What follows belongs to an exercise in optimizing a design on an open flow for small area; a production flow would make more cautious choices.
Only simulation tests tie the RTL to the original design; equivalence was not proved.
Power and IR drop assume default switching activity. No driver is modelled on the clock port, so clocking that relies on it looks cheaper here than on a real chip.

==> flow/design.v <==
package ucie_mb_pkg;
   localparam int UI_PER_BURST = 8;
   localparam int VALID_HI_UI  = 4;
   typedef enum logic [1:0] {
      IDLE = 2'd0,
      HI   = 2'd1,
      LO   = 2'd2
   } rx_state_e;
   typedef logic [7:0] flit_byte_t;
endpackage
module mb_rx_flit_fifo #(
   parameter int WIDTH = 512,
   parameter int DEPTH = 4
) (
   input  logic                     clk,
   input  logic                     rst_n,
   input  logic                     push_i,
   input  logic [WIDTH-1:0]         push_data_i,
   input  logic                     pop_i,
   output logic [WIDTH-1:0]         pop_data_o,
   output logic                     full_o,
   output logic                     empty_o,
   output logic [$clog2(DEPTH):0]   fill_o
);
   localparam int AW = $clog2(DEPTH);
   logic [WIDTH-1:0] mem_q [DEPTH];
   logic [AW-1:0]    rd_ptr_q;
   logic [AW-1:0]    wr_ptr;
   logic [AW:0]      fill_q;
   logic [DEPTH-1:0] we;
   logic [DEPTH-1:0] rsel_q;      
   logic [AW-1:0]    rd_ptr_d;
   logic [AW:0]      fill_d;
   assign wr_ptr = rd_ptr_q + fill_q[AW-1:0];
   always_comb begin
      rd_ptr_d = pop_i ? rd_ptr_q + AW'(1) : rd_ptr_q;
      fill_d   = fill_q;
      if (push_i != pop_i) fill_d = push_i ? fill_q + (AW+1)'(1) : fill_q - (AW+1)'(1);
   end
   always_ff @(posedge clk or negedge rst_n) begin
      if (!rst_n) begin
         rd_ptr_q <= '0;
         fill_q   <= '0;
         rsel_q   <= '0;
      end else begin
         rd_ptr_q <= rd_ptr_d;
         fill_q   <= fill_d;
         for (int k = 0; k < DEPTH; k++)
            rsel_q[k] <= (fill_d != '0) && (rd_ptr_d == AW'(k));
      end
   end
   assign empty_o = (fill_q == '0);
   assign full_o  = (fill_q == (AW+1)'(DEPTH));
   assign fill_o  = fill_q;
   for (genvar k = 0; k < DEPTH; k++) begin : g_ent
      assign we[k]   = push_i && (wr_ptr == AW'(k));
      always_ff @(posedge clk) begin
         if (we[k]) mem_q[k] <= push_data_i;
      end
   end
   always_comb begin
      pop_data_o = '0;
      for (int k = 0; k < DEPTH; k++)
         pop_data_o = pop_data_o | ({WIDTH{rsel_q[k]}} & mem_q[k]);
   end
endmodule
module mb_rx_flit_deser #(
   parameter int NUM_LANES  = 16,
   parameter int FLIT_BYTES = 64,
   parameter int FIFO_DEPTH = 4
) (
   input  logic                            clk,
   input  logic                            reset_n,
   input  logic                            valid_iPin,
   input  logic [NUM_LANES-1:0]            dataPins_i,
   output logic                            flit_valid_o,
   input  logic                            flit_ready_i,
   output logic [FLIT_BYTES*8-1:0]         flit_data_o,
   output logic                            frame_err_o,
   output logic                            overflow_o,
   input  logic                            clr_sticky_i,
   output logic [$clog2(FIFO_DEPTH):0]     fill_level_o
);
   localparam int FRAGS  = FLIT_BYTES / NUM_LANES;
   localparam int FRAG_W = (FRAGS > 1) ? $clog2(FRAGS) : 1;
   localparam int FLIT_W = FLIT_BYTES * 8;
   localparam int UIS    = ucie_mb_pkg::UI_PER_BURST;
   localparam int HI_W   = $clog2(ucie_mb_pkg::VALID_HI_UI);
   localparam int NPOS   = FRAGS * UIS;           
   localparam logic [FRAG_W-1:0] LAST_FRAG = FRAG_W'(FRAGS - 1);
   localparam logic [2:0]        LAST_UI   = 3'(UIS - 1);
   logic [2:0]         ui_q;
   logic [FRAG_W-1:0]  frag_q;
   logic               frame_err_q, overflow_q;
   logic               store, err, flit_done;
   logic               fifo_full, fifo_empty;
   logic               pop_ok, push_ok, drop;
   assign store     = valid_iPin ^ ui_q[HI_W];
   assign err       = (ui_q != 3'd0) && !store;
   assign flit_done = store && (ui_q == LAST_UI) && (frag_q == LAST_FRAG);
   always_ff @(posedge clk or negedge reset_n) begin
      if (!reset_n) begin
         ui_q        <= 3'd0;
         frag_q      <= '0;
         frame_err_q <= 1'b0;
         overflow_q  <= 1'b0;
      end else begin
         ui_q        <= store ? ui_q + 3'd1 : 3'd0;
         if (err)
            frag_q   <= '0;
         else if (store && ui_q == LAST_UI)
            frag_q   <= frag_q + FRAG_W'(1);
         frame_err_q <= err;
         overflow_q  <= drop || (overflow_q && !clr_sticky_i);
      end
   end
   localparam int FRAG_BITS = NUM_LANES * UIS;
   logic [NUM_LANES-1:0] dl_q [UIS-1];    
   logic [FRAG_BITS-1:0] frag_w;          
   logic [FRAG_BITS-1:0] fbuf_q [FRAGS-1];
   logic                 frag_end;
   always_ff @(posedge clk) begin
      dl_q[0] <= dataPins_i;
      for (int i = 1; i < UIS - 1; i++) dl_q[i] <= dl_q[i-1];
   end
   for (genvar b = 0; b < NUM_LANES; b++) begin : g_b
      for (genvar u = 0; u < UIS; u++) begin : g_u
         if (u == UIS - 1) begin : g_now
            assign frag_w[b * 8 + u] = dataPins_i[b];
         end else begin : g_dl
            assign frag_w[b * 8 + u] = dl_q[UIS - 2 - u][b];
         end
      end
   end
   assign frag_end = store && (ui_q == LAST_UI);
   for (genvar f = 0; f < FRAGS - 1; f++) begin : g_frag
      always_ff @(posedge clk) begin
         if (frag_end && frag_q == FRAG_W'(f)) fbuf_q[f] <= frag_w;
      end
   end
   logic [FLIT_W-1:0] flit_w;
   always_comb begin
      for (int f = 0; f < FRAGS - 1; f++) flit_w[f * FRAG_BITS +: FRAG_BITS] = fbuf_q[f];
      flit_w[(FRAGS - 1) * FRAG_BITS +: FRAG_BITS] = frag_w;
   end
   assign pop_ok  = flit_ready_i && !fifo_empty;
   assign push_ok = flit_done && (!fifo_full || pop_ok);
   assign drop    = flit_done && !push_ok;
   mb_rx_flit_fifo #(
      .WIDTH (FLIT_W),
      .DEPTH (FIFO_DEPTH)
   ) u_fifo (
      .clk         (clk),
      .rst_n       (reset_n),
      .push_i      (push_ok),
      .push_data_i (flit_w),
      .pop_i       (pop_ok),
      .pop_data_o  (flit_data_o),
      .full_o      (fifo_full),
      .empty_o     (fifo_empty),
      .fill_o      (fill_level_o)
   );
   assign flit_valid_o = !fifo_empty;
   assign frame_err_o  = frame_err_q;
   assign overflow_o   = overflow_q;
endmodule
export LEC_CHECK = 0
export CAP_MARGIN = 20
export CORE_MARGIN = 2
export CORE_UTILIZATION = 70
export SLEW_MARGIN = 20
create_clock -name core_clock -period 6.5 [get_ports {clk}]
standard.sh (not shown) runs the stock make flow with config.mk's settings and CLKGATE_MAP_FILE= SYNTH_SCRIPT=/design/flow/synth_recipe.tcl, a recipe that flattens the netlist after the stock synthesis.
==> flow/flow/run.sh <==
#!/bin/bash
set -euo pipefail
bash standard.sh \
  "BUFFER_PORTS_ARGS=-buffer_cell sky130_fd_sc_hd__buf_1" \
  "CTS_ARGS=-sink_clustering_enable -repair_clock_nets -dont_use_dummy_load -buf_list sky130_fd_sc_hd__clkbuf_16 -sink_clustering_size 30 -sink_clustering_max_diameter 80" \
  finish > standard_flow.log 2>&1
Rerun with:
--- a/flow/design.v
+++ b/flow/design.v
@@ -29,5 +29,6 @@
    logic [AW:0]      fill_q;
    logic [DEPTH-1:0] we;
-   logic [DEPTH-1:0] rsel_q;      
+   logic [DEPTH-2:0] rsel_q;      
+   logic [DEPTH-1:0] rsel;
    logic [AW-1:0]    rd_ptr_d;
    logic [AW:0]      fill_d;
@@ -46,5 +47,5 @@
          rd_ptr_q <= rd_ptr_d;
          fill_q   <= fill_d;
-         for (int k = 0; k < DEPTH; k++)
+         for (int k = 0; k < DEPTH - 1; k++)
             rsel_q[k] <= (fill_d != '0) && (rd_ptr_d == AW'(k));
       end
@@ -59,8 +60,9 @@
       end
    end
+   assign rsel = {!empty_o && !(|rsel_q), rsel_q};
    always_comb begin
       pop_data_o = '0;
       for (int k = 0; k < DEPTH; k++)
-         pop_data_o = pop_data_o | ({WIDTH{rsel_q[k]}} & mem_q[k]);
+         pop_data_o = pop_data_o | ({WIDTH{rsel[k]}} & mem_q[k]);
    end
 endmodule
Setup slack loses 0.81 ns.
Synthesized cell count hardly moves.
Combinational power increases by a quarter to a third.
Global-route usage hardly moves.
Clock power barely changes.
Final area decreases slightly.
Die area decreases slightly.
Non-clock buffer count increases by 8.
Wire length decreases slightly.
Total power increases by a few percent.
Worst hold slack loses 0.013 ns.
Register-to-register slack gains 0.18 ns.

[what the ideal ports hide]
The flow's constraints put no driver on any port. The routed layouts listed below were extracted and timed again, unchanged, in two steps. Step 1 (the two cells are an assumption about what drives the block):
set clk [get_ports {clk}]
set_driving_cell -lib_cell sky130_fd_sc_hd__clkbuf_16 $clk
set_driving_cell -lib_cell sky130_fd_sc_hd__buf_2 [delete_from_list [all_inputs] $clk]
Step 2 times the ports against the registers' clock, not the clock port: input delays grow and output delays shrink by t, the midpoint of the rising clock arrivals with the driver on. a / b / c = ideal ports / drivers / drivers and shift; a / b = the first two.
run	t (ns)	setup WS [ns]	worst setup path at the end	slew at the worst register clock pin (ns)
the first run	0.781	2.017 / 1.936 / 2.257	input to register	0.11 / 0.11
the second run	0.772	1.205 / 1.124 / 1.896	register to output	0.11 / 0.11
After both steps setup and hold are still met in every run listed.
